This is an optimization exercise on Yosys and OpenROAD, whose aim is small area, a short achievable clock period and few clock cycles per item, not a production implementation.
The RTL was checked by simulation tests, not by an equivalence proof against the original design.
The clock port is modelled as an ideal driver; clocking choices that lean on that would not hold on a real chip.
Power figures rest on the tool's default switching activity, not on a simulated workload.

## zinc
// simple_dma
module simple_dma
(
  input  wire logic      Bus2IP_Clk,
  input  wire logic      rst,
  input  mst_pkg::mst_data_t      bus2ip_data,
  input  dma_pkg::dma_ce_t        bus2ip_wrce,
  input  dma_pkg::dma_ce_t        bus2ip_rdce,
  output mst_pkg::mst_data_t      ip2bus_data,
  output logic           ip2bus_wrack,
  output logic           ip2bus_rdack,
  input  wire logic      bus2ip_mst_cmdack,
  input  wire logic      bus2ip_mst_cmplt,
  input  mst_pkg::mst_data_t      bus2ip_mstrd_d,
  input  wire logic      bus2ip_mstrd_src_rdy_n,
  input  wire logic      bus2ip_mstwr_dst_rdy_n,
  output logic           ip2bus_mstrd_req,
  output logic           ip2bus_mstwr_req,
  output dma_pkg::dma_addr_t      ip2bus_mst_addr,
  output mst_pkg::mst_data_t      ip2bus_mstwr_d
);
Size in the first run: ~230 flip-flops, ~180 I/O pins.
clock: 5.0 ns
lec_check: 0
abc_clock_period_in_ps: 2000
cap_margin: 20
core_margin: 2
core_utilization: 65
cts_cluster_diameter: 100
cts_cluster_size: 30
setup_slack_margin: 2.5
slew_margin: 20
standard.sh (not shown) runs the stock make flow with config.mk's settings and CLKGATE_MAP_FILE= SYNTH_SCRIPT=/design/flow/synth_recipe.tcl, a recipe that flattens the netlist after the stock synthesis.
==> flow/flow/run.sh <==
#!/bin/bash
# The standard flow (standard.sh) with two changes:
#  - the port buffers are sky130_fd_sc_hd__buf_1 cells (the standard flow picks delay cells);
#  - a few slow combinational cells are added to the platform's don't-use list,
#    for synthesis and layout alike. Registers are mapped exactly as in the
#    standard synthesis; only combinational gate choice changes.
set -euo pipefail
export BUFFER_PORTS_ARGS="-buffer_cell sky130_fd_sc_hd__buf_1"
DU="sky130_fd_sc_hd__probe_p_8 sky130_fd_sc_hd__probec_p_8 sky130_fd_sc_hd__lpflow_bleeder_1 sky130_fd_sc_hd__lpflow_clkbufkapwr_1 sky130_fd_sc_hd__lpflow_clkbufkapwr_16 sky130_fd_sc_hd__lpflow_clkbufkapwr_2 sky130_fd_sc_hd__lpflow_clkbufkapwr_4 sky130_fd_sc_hd__lpflow_clkbufkapwr_8 sky130_fd_sc_hd__lpflow_clkinvkapwr_1 sky130_fd_sc_hd__lpflow_clkinvkapwr_16 sky130_fd_sc_hd__lpflow_clkinvkapwr_2 sky130_fd_sc_hd__lpflow_clkinvkapwr_4 sky130_fd_sc_hd__lpflow_clkinvkapwr_8 sky130_fd_sc_hd__lpflow_decapkapwr_12 sky130_fd_sc_hd__lpflow_decapkapwr_3 sky130_fd_sc_hd__lpflow_decapkapwr_4 sky130_fd_sc_hd__lpflow_decapkapwr_6 sky130_fd_sc_hd__lpflow_decapkapwr_8 sky130_fd_sc_hd__lpflow_inputiso0n_1 sky130_fd_sc_hd__lpflow_inputiso0p_1 sky130_fd_sc_hd__lpflow_inputiso1n_1 sky130_fd_sc_hd__lpflow_inputiso1p_1 sky130_fd_sc_hd__lpflow_inputisolatch_1 sky130_fd_sc_hd__lpflow_isobufsrc_1 sky130_fd_sc_hd__lpflow_isobufsrc_16 sky130_fd_sc_hd__lpflow_isobufsrc_2 sky130_fd_sc_hd__lpflow_isobufsrc_4 sky130_fd_sc_hd__lpflow_isobufsrc_8 sky130_fd_sc_hd__lpflow_isobufsrckapwr_16 sky130_fd_sc_hd__lpflow_lsbuf_lh_hl_isowell_tap_1 sky130_fd_sc_hd__lpflow_lsbuf_lh_hl_isowell_tap_2 sky130_fd_sc_hd__lpflow_lsbuf_lh_hl_isowell_tap_4 sky130_fd_sc_hd__lpflow_lsbuf_lh_isowell_4 sky130_fd_sc_hd__lpflow_lsbuf_lh_isowell_tap_1 sky130_fd_sc_hd__lpflow_lsbuf_lh_isowell_tap_2 sky130_fd_sc_hd__lpflow_lsbuf_lh_isowell_tap_4 sky130_fd_sc_hd__a222oi_1 sky130_fd_sc_hd__or4_1 sky130_fd_sc_hd__or4_2 sky130_fd_sc_hd__or4_4 sky130_fd_sc_hd__nor4_1 sky130_fd_sc_hd__nor4_2 sky130_fd_sc_hd__nor4_4"
bash standard.sh "DONT_USE_CELLS=$DU" synth > synth.log 2>&1
bash standard.sh "DONT_USE_CELLS=$DU" finish > layout.log 2>&1
Testbench counts of zinc, summed over its fixed seeds: cycles 59,953, words 6,547.
For harbor, these inputs were changed with respect to zinc:
diff --git a/flow/config.mk b/flow/config.mk
--- a/flow/config.mk
+++ b/flow/config.mk
@@ -11,4 +11,4 @@
-export CORE_UTILIZATION = 65
-export CTS_CLUSTER_DIAMETER = 100
-export CTS_CLUSTER_SIZE = 30
-export SETUP_SLACK_MARGIN = 2.5
+export CORE_UTILIZATION = 80
+export CTS_CLUSTER_DIAMETER = 80
+export CTS_CLUSTER_SIZE = 20
+export SETUP_SLACK_MARGIN = 2.3
### Flow results
harbor did not finish; a tool error ended it in global routing (5_1_grt). Final weighted congestion in routability-driven placement is lower on zinc. harbor — vertical die dimension 9.6% lower, zinc as reference. Between harbor and zinc, it is harbor whose quantity of gates resized following cts is lower, by about 14%. Relative to zinc, post-placement worst setup slack has decreased by 0.52 ns in harbor. Between zinc and harbor, detailed-placement wirelength estimate increased.
Relative to harbor, the following input files were edited for ember:
diff --git a/flow/config.mk b/flow/config.mk
--- a/flow/config.mk
+++ b/flow/config.mk
@@ -11,4 +11,4 @@
-export CORE_UTILIZATION = 80
-export CTS_CLUSTER_DIAMETER = 80
-export CTS_CLUSTER_SIZE = 20
-export SETUP_SLACK_MARGIN = 2.3
+export CORE_UTILIZATION = 65
+export CTS_CLUSTER_DIAMETER = 100
+export CTS_CLUSTER_SIZE = 30
+export SETUP_SLACK_MARGIN = 2.2
[summary]
Every stage of the flow completed for ember, and the final layout passed the timing, DRC and antenna checks. The final reports for ember and harbor show number of CTS-inserted buffers lower in the former. The worst setup slack after placement in ember was higher than what harbor gave. Diff harbor..ember | net count after synthesis | unchanged. The initial standard-cell utilization of the core in ember sits 16 points below the value recorded for harbor. Placement row count ends up lower on harbor. Of harbor and ember, ember shows the lower routability congestion estimate from global placement, with harbor above it. Buffer count from post-CTS setup fixing in ember is 1 lower than in harbor. Post-cts resize count: ember < harbor.

Another version of the RTL of simple_dma (not shown whole).
Size: ~180 I/O pins, roughly 0.011 mm^2 of cells after synthesis.
==> flow/config.mk <==
export PLATFORM = sky130hd
export DESIGN_NAME = simple_dma
export DESIGN_NICKNAME = simple_dma
export VERILOG_FILES = /design/flow/design.v
export SDC_FILE = /design/flow/constraint.sdc
export NUM_CORES = 4
export LEC_CHECK = 0
export ABC_AREA = 1
export ABC_CLOCK_PERIOD_IN_PS = 2000
export CAP_MARGIN = 20
export CORE_MARGIN = 2
export CORE_UTILIZATION = 40
export SETUP_SLACK_MARGIN = 2.5
export SLEW_MARGIN = 20
==> flow/constraint.sdc <==
create_clock -name core_clock -period 5.0 [get_ports {Bus2IP_Clk}]
set_input_delay 1.0000 -clock core_clock [delete_from_list [all_inputs] [get_ports {Bus2IP_Clk}]]
set_output_delay 1.0000 -clock core_clock [all_outputs]
set_load 0.01 [all_outputs]
==> flow/flow/run.sh <==
#!/bin/bash
# Standard synthesis and layout; the port buffers use the cell named below.
set -euo pipefail
export BUFFER_PORTS_ARGS=-buffer_cell\ sky130_fd_sc_hd__buf_2
bash standard.sh synth > synth.log 2>&1
bash standard.sh finish > layout.log 2>&1
The starting point ran to the end with no violations.
Testbench counts at the start, summed over its fixed seeds: cycles 59,953, words 6,547.
Change:
--- a/flow/flow/run.sh
+++ b/flow/flow/run.sh
@@ -4 +4,2 @@
-export BUFFER_PORTS_ARGS=-buffer_cell\ sky130_fd_sc_hd__buf_2
+export BUFFER_PORTS_ARGS=-buffer_cell\ sky130_fd_sc_hd__buf_1
+export DONT_USE_CELLS=sky130_fd_sc_hd__a222oi_1\ sky130_fd_sc_hd__or4_1\ sky130_fd_sc_hd__or4_2\ sky130_fd_sc_hd__or4_4\ sky130_fd_sc_hd__nor4_1\ sky130_fd_sc_hd__nor4_2\ sky130_fd_sc_hd__nor4_4
Settings changed: ABC_AREA 1 to not set, CORE_UTILIZATION 40 to 65, CTS_CLUSTER_DIAMETER set to 100, CTS_CLUSTER_SIZE set to 30, SETUP_SLACK_MARGIN 2.5 to 2.2.
Outcome: First-iteration DRC count rose by 18%. Worst hold slack is better by 0.029 ns. Clock-buffer cell count fell by 21. Non-clock buffer count rose by 13. Final area fell by about 10%. Flip-flop and latch count does not change. Wire length fell by about 20%. Via count fell by about 14%. Combinational power fell by about 12%.
Change:
==> flow/run.sh (new file) <==
#!/bin/bash
# synth_recipe.tcl (not shown) runs the flow's synth.tcl, then flattens the netlist and writes it again
# the make line also repeats each setting of config.mk as NAME=value (left out here)
make -C /OpenROAD-flow-scripts/flow DESIGN_CONFIG=/design/flow/config.mk WORK_HOME=/design/flow/orfs CLKGATE_MAP_FILE= SYNTH_SCRIPT=/design/flow/synth_recipe.tcl finish
Settings changed: ABC_CLOCK_PERIOD_IN_PS 2000 to not set, CORE_UTILIZATION 65 to 40, CTS_CLUSTER_DIAMETER 100 to not set, CTS_CLUSTER_SIZE 30 to not set, SETUP_SLACK_MARGIN 2.2 to not set.
removed: flow/flow/run.sh
removed: flow/standard.sh
The new run finished with timing, DRC and antenna clean.
Worst setup slack loses 1.1 ns.
Non-clock buffer count fell by 19.
Design area rose by 9.9%.
First-iteration DRC count fell by about 19%.
Global-route usage fell by 11 points.
Change:
==> flow/flow/run.sh (new file) <==
#!/bin/bash
# Standard synthesis and layout; the port buffers use the cell named below.
set -euo pipefail
export BUFFER_PORTS_ARGS=-buffer_cell\ sky130_fd_sc_hd__buf_1
export DONT_USE_CELLS=sky130_fd_sc_hd__a222oi_1\ sky130_fd_sc_hd__or4_1\ sky130_fd_sc_hd__or4_2\ sky130_fd_sc_hd__or4_4\ sky130_fd_sc_hd__nor4_1\ sky130_fd_sc_hd__nor4_2\ sky130_fd_sc_hd__nor4_4
bash standard.sh synth > synth.log 2>&1
bash standard.sh finish > layout.log 2>&1
==> flow/standard.sh (new file) <==
#!/bin/bash
# synth_recipe.tcl (not shown) runs the flow's synth.tcl, then flattens the netlist and writes it again
# the make line also repeats each setting of config.mk as NAME=value (left out here)
make -C /OpenROAD-flow-scripts/flow DESIGN_CONFIG=/design/flow/config.mk WORK_HOME=/design/flow/orfs CLKGATE_MAP_FILE= SYNTH_SCRIPT=/design/flow/synth_recipe.tcl "${@:-finish}"
Settings changed: ABC_CLOCK_PERIOD_IN_PS set to 2000, CORE_UTILIZATION 40 to 65, CTS_CLUSTER_DIAMETER set to 100, CTS_CLUSTER_SIZE set to 30, SETUP_SLACK_MARGIN set to 2.5.
removed: flow/run.sh
=> Synthesized cell count does not change; setup slack gains 1.2 ns; utilization climbs by 27 points.

The RTL this note starts from:
==> flow/design.v <==
`default_nettype none
package dma_pkg;
  typedef logic [32-1:0] dma_addr_t;
  typedef logic [31:0] dma_len_t;
  typedef logic [4-1:0] dma_ce_t;
  typedef struct packed {
    dma_addr_t src;
    dma_addr_t dst;
    dma_len_t  len;
  } dma_cfg_t;
  typedef enum logic [2:0] {
    SEQ_IDLE,
    SEQ_RD_CHECK,
    SEQ_RD_WAIT,
    SEQ_WR_CHECK,
    SEQ_WR_WAIT
  } seq_state_t;
endpackage
`default_nettype wire
`default_nettype none
package mst_pkg;
  typedef logic [32-1:0] mst_data_t;
  typedef enum logic [1:0] {
    CMD_IDLE,
    CMD_RUN,
    CMD_WAIT,
    CMD_DONE
  } cmd_state_t;
endpackage
`default_nettype wire
`timescale 1ns/1ps
`default_nettype none
module dma_regs
(
  input  wire logic      Bus2IP_Clk,
  input  wire logic      rst,
  input  mst_pkg::mst_data_t      bus2ip_data,
  input  dma_pkg::dma_ce_t        bus2ip_wrce,
  input  dma_pkg::dma_ce_t        bus2ip_rdce,
  input  wire logic      busy,
  output mst_pkg::mst_data_t      ip2bus_data,
  output logic           ip2bus_wrack,
  output logic           ip2bus_rdack,
  output dma_pkg::dma_cfg_t       cfg,
  output logic           key
);
  mst_pkg::mst_data_t wdata;
  assign wdata = rst ? '0 : bus2ip_data;
  always_ff @(posedge Bus2IP_Clk)
  begin
    if (rst || bus2ip_wrce[3])
      cfg.src <= dma_pkg::dma_addr_t'(wdata);
    if (rst || bus2ip_wrce[2])
      cfg.dst <= dma_pkg::dma_addr_t'(wdata);
    if (rst || bus2ip_wrce[1])
      cfg.len <= dma_pkg::dma_len_t'(wdata);
  end
  assign key = bus2ip_wrce[0] && (bus2ip_data == mst_pkg::mst_data_t'(32'h0000_00CC));
  assign ip2bus_data = ({32{bus2ip_rdce[3]}} & mst_pkg::mst_data_t'(cfg.src))
                     | ({32{bus2ip_rdce[2]}} & mst_pkg::mst_data_t'(cfg.dst))
                     | ({32{bus2ip_rdce[1]}} & mst_pkg::mst_data_t'(cfg.len))
                     | {{(32-1){1'b0}}, bus2ip_rdce[0] & busy};
  assign ip2bus_wrack = |bus2ip_wrce;
  assign ip2bus_rdack = |bus2ip_rdce;
endmodule
`default_nettype wire
`timescale 1ns/1ps
`default_nettype none
module simple_dma
(
  input  wire logic      Bus2IP_Clk,
  input  wire logic      rst,
  input  mst_pkg::mst_data_t      bus2ip_data,
  input  dma_pkg::dma_ce_t        bus2ip_wrce,
  input  dma_pkg::dma_ce_t        bus2ip_rdce,
  output mst_pkg::mst_data_t      ip2bus_data,
  output logic           ip2bus_wrack,
  output logic           ip2bus_rdack,
  input  wire logic      bus2ip_mst_cmdack,
  input  wire logic      bus2ip_mst_cmplt,
  input  mst_pkg::mst_data_t      bus2ip_mstrd_d,
  input  wire logic      bus2ip_mstrd_src_rdy_n,
  input  wire logic      bus2ip_mstwr_dst_rdy_n,
  output logic           ip2bus_mstrd_req,
  output logic           ip2bus_mstwr_req,
  output dma_pkg::dma_addr_t      ip2bus_mst_addr,
  output mst_pkg::mst_data_t      ip2bus_mstwr_d
);
  dma_pkg::dma_cfg_t cfg;
  logic     key;
  logic     busy_q;
  logic     rdreq_q;
  logic     wrreq_q;
  dma_pkg::dma_addr_t addr_q;
  dma_pkg::dma_addr_t next_q;
  logic [32-3:0] words_nq;
  logic     part_q;
  mst_pkg::mst_data_t data_q;
  logic     start;
  logic     rd_cmplt;
  logic     wr_cmplt;
  logic     accept;
  logic     none_left;
  dma_regs u_regs (
    .Bus2IP_Clk(Bus2IP_Clk), .rst(rst),
    .bus2ip_data(bus2ip_data), .bus2ip_wrce(bus2ip_wrce), .bus2ip_rdce(bus2ip_rdce),
    .busy(busy_q), .ip2bus_data(ip2bus_data),
    .ip2bus_wrack(ip2bus_wrack), .ip2bus_rdack(ip2bus_rdack),
    .cfg(cfg), .key(key)
  );
  assign start     = key && !busy_q && (cfg.len != '0);
  assign rd_cmplt  = !bus2ip_mstrd_src_rdy_n;
  assign wr_cmplt  = !bus2ip_mstwr_dst_rdy_n;
  assign accept    = bus2ip_mst_cmdack || bus2ip_mst_cmplt;
  assign none_left = (&words_nq) && !part_q;
  always_ff @(posedge Bus2IP_Clk)
  begin
    if (rst)
    begin
      busy_q  <= 1'b0;
      rdreq_q <= 1'b0;
      wrreq_q <= 1'b0;
    end
    else
    begin
      busy_q  <= start || (busy_q && !(wr_cmplt && none_left));
      rdreq_q <= start || (rdreq_q && !accept) || (busy_q && wr_cmplt && !none_left);
      wrreq_q <= (wrreq_q && !accept) || (busy_q && rd_cmplt);
    end
  end
  logic                   words_dec;
  logic [32-3:0] words_carry;
  assign words_dec = busy_q && rd_cmplt && !part_q;
  always_comb
  begin
    words_carry[0] = words_dec;
    for (int i = 1; i < 32-2; i++)
      words_carry[i] = words_carry[i-1] && words_nq[i-1];
  end
  always_ff @(posedge Bus2IP_Clk)
  begin
    for (int i = 0; i < 32-2; i++)
      if (!busy_q || words_carry[i])
        words_nq[i] <= busy_q ? !words_nq[i] : !cfg.len[i+2];
    if (!busy_q)
      part_q <= |cfg.len[1:0];
    else if (rd_cmplt)
      part_q <= 1'b0;
  end
  logic     addr_load;
  logic     addr_step;
  logic     addr_hold;
  assign addr_load = !busy_q;
  assign addr_step = busy_q && bus2ip_mst_cmplt;
  assign addr_hold = busy_q && !bus2ip_mst_cmplt;
  always_ff @(posedge Bus2IP_Clk)
  begin
    addr_q <= ({32{addr_load}} & cfg.src)
            | ({32{addr_step}} & next_q)
            | ({32{addr_hold}} & addr_q);
    next_q <= ({32{addr_load}} & cfg.dst)
            | ({32{addr_step}} & (addr_q + dma_pkg::dma_addr_t'(4)))
            | ({32{addr_hold}} & next_q);
  end
  always_ff @(posedge Bus2IP_Clk)
  begin
    if (rd_cmplt)
      data_q <= bus2ip_mstrd_d;
  end
  assign ip2bus_mstrd_req = rdreq_q;
  assign ip2bus_mstwr_req = wrreq_q;
  assign ip2bus_mst_addr  = addr_q;
  assign ip2bus_mstwr_d   = data_q;
endmodule
`default_nettype wire
export LEC_CHECK = 0
export ABC_CLOCK_PERIOD_IN_PS = 2000
export CAP_MARGIN = 20
export CORE_MARGIN = 2
export CORE_UTILIZATION = 72
export CTS_CLUSTER_DIAMETER = 70
export CTS_CLUSTER_SIZE = 25
export PLACE_DENSITY = 0.8
export SETUP_SLACK_MARGIN = 2.2
export SLEW_MARGIN = 20
create_clock -name core_clock -period 5.0 [get_ports {Bus2IP_Clk}]
==> flow/flow/run.sh <==
#!/bin/bash
# The standard flow (standard.sh) with these changes:
#  - synthesis maps combinational logic with flow/abc_map.script (see flow/synth.tcl);
#  - the port buffers are sky130_fd_sc_hd__buf_1 cells (the standard flow picks delay cells);
#  - a few slow combinational cells are added to the platform's don't-use list,
#    for synthesis and layout alike.
# Registers are mapped exactly as in the standard synthesis.
set -euo pipefail
W=$(pwd)
export BUFFER_PORTS_ARGS="-buffer_cell sky130_fd_sc_hd__buf_1"
export MY_ABC_SCRIPT=$W/flow/abc_map.script
export FLOW_SYNTH_TCL=$W/synth_recipe.tcl
if [[ -f $W/flow/pre_resize.tcl ]]; then export PRE_RESIZE_TCL=$W/flow/pre_resize.tcl; fi
DU="sky130_fd_sc_hd__probe_p_8 sky130_fd_sc_hd__probec_p_8 sky130_fd_sc_hd__lpflow_bleeder_1 sky130_fd_sc_hd__lpflow_clkbufkapwr_1 sky130_fd_sc_hd__lpflow_clkbufkapwr_16 sky130_fd_sc_hd__lpflow_clkbufkapwr_2 sky130_fd_sc_hd__lpflow_clkbufkapwr_4 sky130_fd_sc_hd__lpflow_clkbufkapwr_8 sky130_fd_sc_hd__lpflow_clkinvkapwr_1 sky130_fd_sc_hd__lpflow_clkinvkapwr_16 sky130_fd_sc_hd__lpflow_clkinvkapwr_2 sky130_fd_sc_hd__lpflow_clkinvkapwr_4 sky130_fd_sc_hd__lpflow_clkinvkapwr_8 sky130_fd_sc_hd__lpflow_decapkapwr_12 sky130_fd_sc_hd__lpflow_decapkapwr_3 sky130_fd_sc_hd__lpflow_decapkapwr_4 sky130_fd_sc_hd__lpflow_decapkapwr_6 sky130_fd_sc_hd__lpflow_decapkapwr_8 sky130_fd_sc_hd__lpflow_inputiso0n_1 sky130_fd_sc_hd__lpflow_inputiso0p_1 sky130_fd_sc_hd__lpflow_inputiso1n_1 sky130_fd_sc_hd__lpflow_inputiso1p_1 sky130_fd_sc_hd__lpflow_inputisolatch_1 sky130_fd_sc_hd__lpflow_isobufsrc_1 sky130_fd_sc_hd__lpflow_isobufsrc_16 sky130_fd_sc_hd__lpflow_isobufsrc_2 sky130_fd_sc_hd__lpflow_isobufsrc_4 sky130_fd_sc_hd__lpflow_isobufsrc_8 sky130_fd_sc_hd__lpflow_isobufsrckapwr_16 sky130_fd_sc_hd__lpflow_lsbuf_lh_hl_isowell_tap_1 sky130_fd_sc_hd__lpflow_lsbuf_lh_hl_isowell_tap_2 sky130_fd_sc_hd__lpflow_lsbuf_lh_hl_isowell_tap_4 sky130_fd_sc_hd__lpflow_lsbuf_lh_isowell_4 sky130_fd_sc_hd__lpflow_lsbuf_lh_isowell_tap_1 sky130_fd_sc_hd__lpflow_lsbuf_lh_isowell_tap_2 sky130_fd_sc_hd__lpflow_lsbuf_lh_isowell_tap_4 sky130_fd_sc_hd__a222oi_1 sky130_fd_sc_hd__or4_1 sky130_fd_sc_hd__or4_2 sky130_fd_sc_hd__or4_4 sky130_fd_sc_hd__nor4_1 sky130_fd_sc_hd__nor4_2 sky130_fd_sc_hd__nor4_4"
bash standard.sh "DONT_USE_CELLS=$DU" SYNTH_SCRIPT=$W/flow/synth.tcl synth > synth.log 2>&1
bash standard.sh "DONT_USE_CELLS=$DU" SYNTH_SCRIPT=$W/flow/synth.tcl  finish > layout.log 2>&1
==> flow/flow/pre_resize.tcl <==
# Hook run by ORFS's resize step (PRE_RESIZE_TCL), before repair_design.
# Each register-read select drives one gate per data bit, so its port buffer
# is made strong enough to drive them all; the read-data and acknowledge
# outputs get a slightly stronger port buffer than the default.
set block [ord::get_db_block]
foreach bt [$block getBTerms] {
  set name [$bt getName]
  set net [$bt getNet]
  if {$net eq "NULL"} { continue }
  if {[string match {bus2ip_rdce*} $name]} {
    foreach it [$net getITerms] {
      set inst [[$it getInst] getName]
      puts "size_io: $inst -> sky130_fd_sc_hd__buf_16"
      replace_cell $inst sky130_fd_sc_hd__buf_16
    }
  } elseif {[string match {ip2bus_data*} $name] || $name eq "ip2bus_wrack" || $name eq "ip2bus_rdack"} {
    foreach it [$net getITerms] {
      if {[$it isOutputSignal]} {
        set inst [[$it getInst] getName]
        puts "size_io: $inst -> sky130_fd_sc_hd__buf_2"
        replace_cell $inst sky130_fd_sc_hd__buf_2
      }
    }
  }
}
Other scripts of this flow, unchanged in this note and not shown: flow/flow/abc_map.script, flow/flow/synth.tcl
Testbench counts at the start, summed over its fixed seeds: cycles 59,953, words 6,547.
Edit:
==> flow/flow/pre_resize.tcl (replaced) <==
# Hook run by ORFS's resize step (PRE_RESIZE_TCL), before repair_design.
# Each register-read select drives one gate per data bit, so its port buffer
# is made strong enough to drive them all; the read-data and acknowledge
# outputs get a slightly stronger port buffer than the default.
foreach port [get_ports {bus2ip_rdce[*]}] {
  set net [get_nets -of_objects $port]
  foreach pin [get_pins -of_objects $net] {
    set inst [get_cells -of_objects $pin]
    puts "size_io: [get_full_name $inst] -> sky130_fd_sc_hd__buf_16"
    replace_cell [get_full_name $inst] sky130_fd_sc_hd__buf_16
  }
}
foreach port [get_ports {ip2bus_data[*] ip2bus_wrack ip2bus_rdack}] {
  set net [get_nets -of_objects $port]
  foreach pin [get_pins -of_objects $net] {
    if {[get_property $pin direction] eq "output"} {
      set inst [get_cells -of_objects $pin]
      puts "size_io: [get_full_name $inst] -> sky130_fd_sc_hd__buf_2"
      replace_cell [get_full_name $inst] sky130_fd_sc_hd__buf_2
    }
  }
}
The new run never finished: it broke off in placement repair.
Synthesized area does not change.
Synthesized cell count does not change.
Edit:
--- a/flow/flow/run.sh
+++ b/flow/flow/run.sh
@@ -11,5 +11,4 @@
 export MY_ABC_SCRIPT=$W/flow/abc_map.script
 export FLOW_SYNTH_TCL=$W/synth_recipe.tcl
-if [[ -f $W/flow/pre_resize.tcl ]]; then export PRE_RESIZE_TCL=$W/flow/pre_resize.tcl; fi
 DU="sky130_fd_sc_hd__probe_p_8 sky130_fd_sc_hd__probec_p_8 sky130_fd_sc_hd__lpflow_bleeder_1 sky130_fd_sc_hd__lpflow_clkbufkapwr_1 sky130_fd_sc_hd__lpflow_clkbufkapwr_16 sky130_fd_sc_hd__lpflow_clkbufkapwr_2 sky130_fd_sc_hd__lpflow_clkbufkapwr_4 sky130_fd_sc_hd__lpflow_clkbufkapwr_8 sky130_fd_sc_hd__lpflow_clkinvkapwr_1 sky130_fd_sc_hd__lpflow_clkinvkapwr_16 sky130_fd_sc_hd__lpflow_clkinvkapwr_2 sky130_fd_sc_hd__lpflow_clkinvkapwr_4 sky130_fd_sc_hd__lpflow_clkinvkapwr_8 sky130_fd_sc_hd__lpflow_decapkapwr_12 sky130_fd_sc_hd__lpflow_decapkapwr_3 sky130_fd_sc_hd__lpflow_decapkapwr_4 sky130_fd_sc_hd__lpflow_decapkapwr_6 sky130_fd_sc_hd__lpflow_decapkapwr_8 sky130_fd_sc_hd__lpflow_inputiso0n_1 sky130_fd_sc_hd__lpflow_inputiso0p_1 sky130_fd_sc_hd__lpflow_inputiso1n_1 sky130_fd_sc_hd__lpflow_inputiso1p_1 sky130_fd_sc_hd__lpflow_inputisolatch_1 sky130_fd_sc_hd__lpflow_isobufsrc_1 sky130_fd_sc_hd__lpflow_isobufsrc_16 sky130_fd_sc_hd__lpflow_isobufsrc_2 sky130_fd_sc_hd__lpflow_isobufsrc_4 sky130_fd_sc_hd__lpflow_isobufsrc_8 sky130_fd_sc_hd__lpflow_isobufsrckapwr_16 sky130_fd_sc_hd__lpflow_lsbuf_lh_hl_isowell_tap_1 sky130_fd_sc_hd__lpflow_lsbuf_lh_hl_isowell_tap_2 sky130_fd_sc_hd__lpflow_lsbuf_lh_hl_isowell_tap_4 sky130_fd_sc_hd__lpflow_lsbuf_lh_isowell_4 sky130_fd_sc_hd__lpflow_lsbuf_lh_isowell_tap_1 sky130_fd_sc_hd__lpflow_lsbuf_lh_isowell_tap_2 sky130_fd_sc_hd__lpflow_lsbuf_lh_isowell_tap_4 sky130_fd_sc_hd__a222oi_1 sky130_fd_sc_hd__or4_1 sky130_fd_sc_hd__or4_2 sky130_fd_sc_hd__or4_4 sky130_fd_sc_hd__nor4_1 sky130_fd_sc_hd__nor4_2 sky130_fd_sc_hd__nor4_4"
 bash standard.sh "DONT_USE_CELLS=$DU" SYNTH_SCRIPT=$W/flow/synth.tcl synth > synth.log 2>&1
--- a/flow/config.mk
+++ b/flow/config.mk
@@ -9,5 +9,5 @@
 export CAP_MARGIN = 20
 export CORE_MARGIN = 2
-export CORE_UTILIZATION = 72
+export CORE_UTILIZATION = 65
 export CTS_CLUSTER_DIAMETER = 70
 export CTS_CLUSTER_SIZE = 25
removed: flow/flow/pre_resize.tcl
What happened: With this change the flow finished with timing, DRC and antenna clean; area after synthesis is unchanged; synthesized cell count is unchanged.
Edit:
--- a/flow/flow/run.sh
+++ b/flow/flow/run.sh
@@ -11,4 +11,7 @@
 export MY_ABC_SCRIPT=$W/flow/abc_map.script
 export FLOW_SYNTH_TCL=$W/synth_recipe.tcl
+# optional ORFS step hooks: flow/pre_resize.tcl and flow/pre_cts.tcl
+if [[ -f $W/flow/pre_resize.tcl ]]; then export PRE_RESIZE_TCL=$W/flow/pre_resize.tcl; fi
+if [[ -f $W/flow/pre_cts.tcl ]]; then export PRE_CTS_TCL=$W/flow/pre_cts.tcl; fi
 DU="sky130_fd_sc_hd__probe_p_8 sky130_fd_sc_hd__probec_p_8 sky130_fd_sc_hd__lpflow_bleeder_1 sky130_fd_sc_hd__lpflow_clkbufkapwr_1 sky130_fd_sc_hd__lpflow_clkbufkapwr_16 sky130_fd_sc_hd__lpflow_clkbufkapwr_2 sky130_fd_sc_hd__lpflow_clkbufkapwr_4 sky130_fd_sc_hd__lpflow_clkbufkapwr_8 sky130_fd_sc_hd__lpflow_clkinvkapwr_1 sky130_fd_sc_hd__lpflow_clkinvkapwr_16 sky130_fd_sc_hd__lpflow_clkinvkapwr_2 sky130_fd_sc_hd__lpflow_clkinvkapwr_4 sky130_fd_sc_hd__lpflow_clkinvkapwr_8 sky130_fd_sc_hd__lpflow_decapkapwr_12 sky130_fd_sc_hd__lpflow_decapkapwr_3 sky130_fd_sc_hd__lpflow_decapkapwr_4 sky130_fd_sc_hd__lpflow_decapkapwr_6 sky130_fd_sc_hd__lpflow_decapkapwr_8 sky130_fd_sc_hd__lpflow_inputiso0n_1 sky130_fd_sc_hd__lpflow_inputiso0p_1 sky130_fd_sc_hd__lpflow_inputiso1n_1 sky130_fd_sc_hd__lpflow_inputiso1p_1 sky130_fd_sc_hd__lpflow_inputisolatch_1 sky130_fd_sc_hd__lpflow_isobufsrc_1 sky130_fd_sc_hd__lpflow_isobufsrc_16 sky130_fd_sc_hd__lpflow_isobufsrc_2 sky130_fd_sc_hd__lpflow_isobufsrc_4 sky130_fd_sc_hd__lpflow_isobufsrc_8 sky130_fd_sc_hd__lpflow_isobufsrckapwr_16 sky130_fd_sc_hd__lpflow_lsbuf_lh_hl_isowell_tap_1 sky130_fd_sc_hd__lpflow_lsbuf_lh_hl_isowell_tap_2 sky130_fd_sc_hd__lpflow_lsbuf_lh_hl_isowell_tap_4 sky130_fd_sc_hd__lpflow_lsbuf_lh_isowell_4 sky130_fd_sc_hd__lpflow_lsbuf_lh_isowell_tap_1 sky130_fd_sc_hd__lpflow_lsbuf_lh_isowell_tap_2 sky130_fd_sc_hd__lpflow_lsbuf_lh_isowell_tap_4 sky130_fd_sc_hd__a222oi_1 sky130_fd_sc_hd__or4_1 sky130_fd_sc_hd__or4_2 sky130_fd_sc_hd__or4_4 sky130_fd_sc_hd__nor4_1 sky130_fd_sc_hd__nor4_2 sky130_fd_sc_hd__nor4_4"
 bash standard.sh "DONT_USE_CELLS=$DU" SYNTH_SCRIPT=$W/flow/synth.tcl synth > synth.log 2>&1
==> flow/flow/pre_cts.tcl (new file) <==
# Hook run by ORFS's CTS step (PRE_CTS_TCL), after placement.
# The port buffer of each register-read select is strong enough to drive the
# select's 32 gates itself, so the buffers placement added behind it go.
set block [ord::get_db_block]
foreach bt [$block getBTerms] {
  if {![string match {bus2ip_rdce*} [$bt getName]]} { continue }
  foreach it [[$bt getNet] getITerms] {
    set pbuf [$it getInst]
    foreach ot [$pbuf getITerms] {
      if {![$ot isOutputSignal]} { continue }
      foreach lt [[$ot getNet] getITerms] {
        set li [$lt getInst]
        if {$li eq $pbuf} { continue }
        set m [[$li getMaster] getName]
        if {[string match {sky130_fd_sc_hd__buf_*} $m] || [string match {sky130_fd_sc_hd__clkbuf_*} $m]} {
          puts "pre_cts: removing [$li getName] ($m) behind [$pbuf getName]"
          remove_buffers [$li getName]
        }
      }
    }
  }
}
==> flow/flow/pre_resize.tcl (new file) <==
# Hook run by ORFS's resize step (PRE_RESIZE_TCL), before repair_design.
# Each register-read select drives one gate per data bit, so its port buffer
# is made strong enough to drive them all; the read-data and acknowledge
# outputs get a slightly stronger port buffer than the default.
set block [ord::get_db_block]
foreach bt [$block getBTerms] {
  set name [$bt getName]
  set net [$bt getNet]
  if {$net eq "NULL"} { continue }
  if {[string match {bus2ip_rdce*} $name]} {
    foreach it [$net getITerms] {
      set inst [[$it getInst] getName]
      puts "size_io: $inst -> sky130_fd_sc_hd__buf_16"
      replace_cell $inst sky130_fd_sc_hd__buf_16
    }
  } elseif {[string match {ip2bus_data*} $name] || $name eq "ip2bus_wrack" || $name eq "ip2bus_rdack"} {
    foreach it [$net getITerms] {
      if {[$it isOutputSignal]} {
        set inst [[$it getInst] getName]
        puts "size_io: $inst -> sky130_fd_sc_hd__buf_2"
        replace_cell $inst sky130_fd_sc_hd__buf_2
      }
    }
  }
}
--- a/flow/config.mk
+++ b/flow/config.mk
@@ -9,5 +9,5 @@
 export CAP_MARGIN = 20
 export CORE_MARGIN = 2
-export CORE_UTILIZATION = 65
+export CORE_UTILIZATION = 72
 export CTS_CLUSTER_DIAMETER = 70
 export CTS_CLUSTER_SIZE = 25
After rerunning: The changed run passed the timing, DRC and antenna checks. Worst setup slack gets better by 0.087 ns. Maximum frequency goes up by 3.2%. Combinational power increases by about 4%. Core utilization grows by 8.3 points. Clock skew went up by 0.0096 ns. Via count rises by 3.7%. Total power hardly moves. Global-route usage goes up by 4.1 points. Synthesized cell count does not change. Die area falls by 9.4%. Non-clock buffer count came out lower by 4.

[separate check: timing with driven ports]
Ports are ideal in the flow. The routed layouts listed here were re-timed in OpenROAD.
Step 1: set_driving_cell puts a clkbuf_16 on Bus2IP_Clk and a buf_2 on each other input, an assumption about the parent block.
Step 2 adds t to the input delays and takes it off the output delays; t is the mean of the earliest and latest rising clock arrival at the registers after step 1. Input paths then give back, and output paths get back, about the clock's delay inside the block.
Three values: ideal ports, drivers, drivers and shift; two values: the first two.
run	t, ns	setup WS [ns]	worst setup path at the end	latest minus earliest clock arrival (ns)	worst data-port slew with drivers (ns)
zinc	0.506	2.316 / 2.260 / 2.199	input to register	0.027 / 0.027	0.08
ember	0.514	2.203 / 2.182 / 2.182	input to output	0.024 / 0.025	0.04
the first run of note 2	0.580	2.240 / 2.169 / 2.169	input to output	0.013 / 0.014	0.09
the second run of note 2	0.503	2.024 / 1.971 / 1.971	input to output	0.024 / 0.024	0.07
the third run of note 2	0.568	0.884 / 0.861 / 0.861	input to output	0.009 / 0.010	0.07
the fourth run of note 2	0.504	2.055 / 2.006 / 2.006	input to output	0.026 / 0.027	0.07
the first run of note 3	0.506	2.208 / 2.121 / 1.975	input to register	0.031 / 0.032	0.09
the third run of note 3	0.504	2.201 / 2.173 / 2.070	input to register	0.020 / 0.020	0.07
the fourth run of note 3	0.504	2.288 / 2.240 / 1.987	input to register	0.029 / 0.029	0.09
After both steps setup and hold are still met in every run listed. The setup slack of the fourth run of note 3, which loses most, moves by -0.048 ns with the drivers and by -0.301 ns with both steps.
